Context: an optimization exercise on an open-source flow, tuned for small area and a short achievable clock period. The choices shown serve that exercise and are no tape-out recipe.
Power and IR drop assume default switching activity.

==> module ring_buffer_double_ended_queue, before the edit <==
module ring_buffer_double_ended_queue (
  input  logic         clk_i,
  input  logic         rst_ni,
  input  logic         start_i,
  input  logic [34:0]  cmd_i_flat,
  output logic         busy_o,
  output logic         done_o,
  output logic [102:0] result_o_flat
);
  localparam int unsigned RING = rbdeq_pkg::RING;
  localparam int unsigned W    = rbdeq_pkg::WORD_W;
  rbdeq_pkg::cmd_t cmd_i;
  rbdeq_pkg::res_t result_o;
  assign cmd_i         = rbdeq_pkg::cmd_t'(cmd_i_flat);
  assign result_o_flat = result_o;
  logic [rbdeq_pkg::CNT_W-1:0] count_q, count_d, count_up, count_down;
  logic                        empty_q, one_q, two_q, full_q;
  logic                        empty_d, one_d, two_d, full_d;
  logic [RING-1:0]             head_q, head_d, tail_q, tail_d;
  logic [RING-1:0]             head_prev, head_next, tail_prev, tail_next;
  logic signed [W-1:0]         front_q, front_d, back_q, back_d;
  logic signed [W-1:0]         popped_q, popped_d;
  logic [1:0]                  status_q, status_d;
  logic                        done_q;
  logic signed [W-1:0]         ring_data [RING];
  logic signed [W-1:0]         ring_rdata, ring_wdata;
  logic [RING-1:0]             ring_rsel, ring_we, wsel_f, wsel_b;
  logic accept, three, fifteen, ge2, ge3;
  logic req_pf, req_pb, req_qf, req_qb, req_push, req_pop;
  logic push_f, push_b, pop_f, pop_b, push_ring_f, push_ring_b;
  logic f_pv, f_back, f_ring, f_hold;
  logic b_pv, b_front, b_ring, b_hold;
  assign busy_o = 1'b0;
  assign accept = start_i;
  assign ge2     = !empty_q && !one_q;
  assign ge3     = ge2 && !two_q;
  assign three   = (count_q == 5'd3);
  assign fifteen = (count_q == 5'd15);
  assign req_pf   = accept && (cmd_i.func == rbdeq_pkg::FUNC_PUSH_FRONT);
  assign req_pb   = accept && (cmd_i.func == rbdeq_pkg::FUNC_PUSH_BACK);
  assign req_qf   = accept && (cmd_i.func == rbdeq_pkg::FUNC_POP_FRONT);
  assign req_qb   = accept && (cmd_i.func == rbdeq_pkg::FUNC_POP_BACK);
  assign req_push = accept && (cmd_i.func[2:1] == 2'b00);
  assign req_pop  = accept && (cmd_i.func[2:1] == 2'b01);
  assign push_f   = req_pf && !full_q;
  assign push_b   = req_pb && !full_q;
  assign pop_f    = req_qf && !empty_q;
  assign pop_b    = req_qb && !empty_q;
  assign head_prev = {head_q[0], head_q[RING-1:1]};
  assign head_next = {head_q[RING-2:0], head_q[RING-1]};
  assign tail_prev = {tail_q[0], tail_q[RING-1:1]};
  assign tail_next = {tail_q[RING-2:0], tail_q[RING-1]};
  for (genvar i = 0; i < RING; i++) begin : g_ring
    rbdeq_cell u_cell (
      .clk_i  (clk_i),
      .we_i   (ring_we[i]),
      .wdata_i(ring_wdata),
      .data_o (ring_data[i])
    );
  end
  assign ring_rsel = cmd_i.func[0] ? tail_prev : head_q;
  always_comb begin
    ring_rdata = '0;
    for (int i = 0; i < RING; i++) begin
      ring_rdata = ring_rdata | (ring_rsel[i] ? ring_data[i] : '0);
    end
  end
  assign push_ring_f = ge2 && !full_q && req_pf;
  assign push_ring_b = ge2 && !full_q && req_pb;
  assign ring_wdata  = cmd_i.func[0] ? back_q : front_q;
  assign wsel_f      = full_q ? '0 : head_prev;
  assign wsel_b      = full_q ? '0 : tail_q;
  assign ring_we     = ({RING{req_pf}} & wsel_f) | ({RING{req_pb}} & wsel_b);
  always_comb begin
    head_d = head_q;
    tail_d = tail_q;
    if (push_ring_f)         head_d = head_prev;
    if (req_qf && ge3)       head_d = head_next;
    if (push_ring_b)         tail_d = tail_next;
    if (req_qb && ge3)       tail_d = tail_prev;
  end
  assign f_pv    = push_f || (req_pb && empty_q);
  assign f_back  = req_qf && two_q;
  assign f_ring  = req_qf && ge3;
  assign f_hold  = !empty_q && !push_f && !req_qf && !(req_qb && one_q);
  assign b_pv    = push_b || (req_pf && empty_q);
  assign b_front = req_qb && two_q;
  assign b_ring  = req_qb && ge3;
  assign b_hold  = !empty_q && !push_b && !req_qb && !(req_qf && one_q);
  assign front_d = ({W{f_pv}} & cmd_i.push_value) | ({W{f_back}} & back_q) |
                   ({W{f_ring}} & ring_rdata) | ({W{f_hold}} & front_q);
  assign back_d  = ({W{b_pv}} & cmd_i.push_value) | ({W{b_front}} & front_q) |
                   ({W{b_ring}} & ring_rdata) | ({W{b_hold}} & back_q);
  for (genvar i = 0; i < rbdeq_pkg::CNT_W; i++) begin : g_step
    if (i == 0) begin : g_lsb
      assign count_up[i]   = !count_q[0];
      assign count_down[i] = !count_q[0];
    end else begin : g_bit
      assign count_up[i]   = count_q[i] ^ (&count_q[i-1:0]);
      assign count_down[i] = count_q[i] ^ !(|count_q[i-1:0]);
    end
  end
  always_comb begin
    count_d  = count_q;
    status_d = rbdeq_pkg::ST_DONE;
    popped_d = '0;
    if (push_f || push_b) count_d = count_up;
    if (pop_f || pop_b)   count_d = count_down;
    if (pop_f || pop_b) popped_d = ring_wdata;
    if (req_push && full_q)  status_d = rbdeq_pkg::ST_FULL;
    if (req_pop && empty_q)  status_d = rbdeq_pkg::ST_EMPTY;
  end
  assign empty_d = (empty_q && !req_push) || (one_q && req_pop);
  assign one_d   = (empty_q && req_push) || (one_q && !req_push && !req_pop) || (two_q && req_pop);
  assign two_d   = (one_q && req_push) || (two_q && !req_push && !req_pop) || (three && req_pop);
  assign full_d  = (full_q && !req_pop) || (fifteen && req_push);
  always_ff @(posedge clk_i or negedge rst_ni) begin
    if (!rst_ni) begin
      count_q <= '0;
      empty_q <= 1'b1;
      one_q   <= 1'b0;
      two_q   <= 1'b0;
      full_q  <= 1'b0;
      done_q  <= 1'b0;
      head_q  <= RING'(1);
      tail_q  <= RING'(1);
    end else begin
      count_q <= count_d;
      empty_q <= empty_d;
      one_q   <= one_d;
      two_q   <= two_d;
      full_q  <= full_d;
      done_q  <= accept;
      head_q  <= head_d;
      tail_q  <= tail_d;
    end
  end
  always_ff @(posedge clk_i) begin
    front_q  <= front_d;
    back_q   <= back_d;
    popped_q <= popped_d;
    status_q <= status_d;
  end
  assign done_o                = done_q;
  assign result_o.popped_value = popped_q;
  assign result_o.status       = status_q;
  assign result_o.count_after  = 5'(count_q);
  assign result_o.first_value  = front_q;
  assign result_o.last_value   = back_q;
endmodule
==> flow/config.mk <==
export PLATFORM = sky130hd
export DESIGN_NAME = ring_buffer_double_ended_queue
export DESIGN_NICKNAME = ring_buffer_double_ended_queue
export VERILOG_FILES = /design/flow/design.v
export SDC_FILE = /design/flow/constraint.sdc
export NUM_CORES = 4
export LEC_CHECK = 0
export CAP_MARGIN = 0
export CORE_MARGIN = 2
export CORE_UTILIZATION = 60
export CTS_BUF_LIST = sky130_fd_sc_hd__clkbuf_16
export CTS_CLUSTER_DIAMETER = 60
export CTS_CLUSTER_SIZE = 25
export SETUP_SLACK_MARGIN = 2.8
export SLEW_MARGIN = 0
==> flow/constraint.sdc <==
create_clock -name core_clock -period 5.0 [get_ports {clk_i}]
set_input_delay 1.0000 -clock core_clock [delete_from_list [all_inputs] [get_ports {clk_i}]]
set_output_delay 1.0000 -clock core_clock [all_outputs]
set_load 0.01 [all_outputs]
standard.sh (not shown) runs the stock make flow with config.mk's settings and CLKGATE_MAP_FILE= SYNTH_SCRIPT=/design/flow/synth_recipe.tcl, a recipe that flattens the netlist after the stock synthesis.
==> flow/flow/run.sh <==
#!/bin/bash
# Layout flow: the standard ORFS flow (standard.sh), unchanged except that the
# port buffers are plain sky130 buf_2 cells instead of the delay-cell buffers that
# buffer_ports picks by default.
set -euo pipefail
export BUFFER_PORTS_ARGS="-buffer_cell sky130_fd_sc_hd__buf_2"
bash standard.sh > standard_flow.log 2>&1
Edit:
--- a/flow/design.v
+++ b/flow/design.v
@@ -50,22 +50,22 @@
   localparam int unsigned W    = rbdeq_pkg::WORD_W;
   rbdeq_pkg::cmd_t cmd_i;
   rbdeq_pkg::res_t result_o;
   assign cmd_i         = rbdeq_pkg::cmd_t'(cmd_i_flat);
   assign result_o_flat = result_o;
-  logic [rbdeq_pkg::CNT_W-1:0] count_q, count_d, count_up, count_down;
+  logic [rbdeq_pkg::CNT_W-1:0] count_q, count_d;
   logic                        empty_q, one_q, two_q, full_q;
   logic                        empty_d, one_d, two_d, full_d;
   logic [RING-1:0]             head_q, head_d, tail_q, tail_d;
   logic [RING-1:0]             head_prev, head_next, tail_prev, tail_next;
   logic signed [W-1:0]         front_q, front_d, back_q, back_d;
   logic signed [W-1:0]         popped_q, popped_d;
   logic [1:0]                  status_q, status_d;
   logic                        done_q;
   logic signed [W-1:0]         ring_data [RING];
   logic signed [W-1:0]         ring_rdata, ring_wdata;
-  logic [RING-1:0]             ring_rsel, ring_we, wsel_f, wsel_b;
+  logic [RING-1:0]             ring_rsel, ring_we;
   logic accept, three, fifteen, ge2, ge3;
   logic req_pf, req_pb, req_qf, req_qb, req_push, req_pop;
   logic push_f, push_b, pop_f, pop_b, push_ring_f, push_ring_b;
   logic f_pv, f_back, f_ring, f_hold;
   logic b_pv, b_front, b_ring, b_hold;
@@ -105,13 +105,11 @@
     end
   end
   assign push_ring_f = ge2 && !full_q && req_pf;
   assign push_ring_b = ge2 && !full_q && req_pb;
   assign ring_wdata  = cmd_i.func[0] ? back_q : front_q;
-  assign wsel_f      = full_q ? '0 : head_prev;
-  assign wsel_b      = full_q ? '0 : tail_q;
-  assign ring_we     = ({RING{req_pf}} & wsel_f) | ({RING{req_pb}} & wsel_b);
+  assign ring_we     = ({RING{push_ring_f}} & head_prev) | ({RING{push_ring_b}} & tail_q);
   always_comb begin
     head_d = head_q;
     tail_d = tail_q;
     if (push_ring_f)         head_d = head_prev;
     if (req_qf && ge3)       head_d = head_next;
@@ -128,25 +126,16 @@
   assign b_hold  = !empty_q && !push_b && !req_qb && !(req_qf && one_q);
   assign front_d = ({W{f_pv}} & cmd_i.push_value) | ({W{f_back}} & back_q) |
                    ({W{f_ring}} & ring_rdata) | ({W{f_hold}} & front_q);
   assign back_d  = ({W{b_pv}} & cmd_i.push_value) | ({W{b_front}} & front_q) |
                    ({W{b_ring}} & ring_rdata) | ({W{b_hold}} & back_q);
-  for (genvar i = 0; i < rbdeq_pkg::CNT_W; i++) begin : g_step
-    if (i == 0) begin : g_lsb
-      assign count_up[i]   = !count_q[0];
-      assign count_down[i] = !count_q[0];
-    end else begin : g_bit
-      assign count_up[i]   = count_q[i] ^ (&count_q[i-1:0]);
-      assign count_down[i] = count_q[i] ^ !(|count_q[i-1:0]);
-    end
-  end
   always_comb begin
     count_d  = count_q;
     status_d = rbdeq_pkg::ST_DONE;
     popped_d = '0;
-    if (push_f || push_b) count_d = count_up;
-    if (pop_f || pop_b)   count_d = count_down;
+    if (push_f || push_b) count_d = count_q + 1'b1;
+    if (pop_f || pop_b)   count_d = count_q - 1'b1;
     if (pop_f || pop_b) popped_d = ring_wdata;
     if (req_push && full_q)  status_d = rbdeq_pkg::ST_FULL;
     if (req_pop && empty_q)  status_d = rbdeq_pkg::ST_EMPTY;
   end
   assign empty_d = (empty_q && !req_push) || (one_q && req_pop);
=>
- die area climbs by 0.64%
- global-route usage climbs by 3.6 points
- wire length climbs by 14%
- area after synthesis climbs by 0.66%
- clock-buffer cell count does not change
- setup slack degrades by 0.095 ns
- clock skew climbs by 0.0084 ns
- via count climbs by 7.1%
- final cell count climbs by 4.3%
- clock power climbs by about 3%
No functional check of the RTL was part of any run of this note.

## afterwards: timing with drivers on the ports
No port has a modelled driver above. Below, the same layouts with a new extraction and two added sets of constraints.
Step 1, drivers: a clkbuf_16 drives clk_i and a buf_2 each remaining input, both assumed.
Step 2 also shifts input and output timing later by t, the mid clock arrival at the registers, as if the neighbouring blocks saw the same clock.
Slacks: no drivers / after step 1 / after step 2; pairs: no drivers / after step 1.
run	t, ns	setup WS [ns]	latest minus earliest clock arrival (ns)
the first run	0.605	2.751 / 2.747 / 2.142	0.030 / 0.031
the second run	0.601	2.656 / 2.577 / 1.976	0.032 / 0.032
After both steps every run listed still meets setup and hold. For the second run, which loses most, drivers alone change the setup slack by -0.079 ns; drivers and shift together by -0.680 ns.
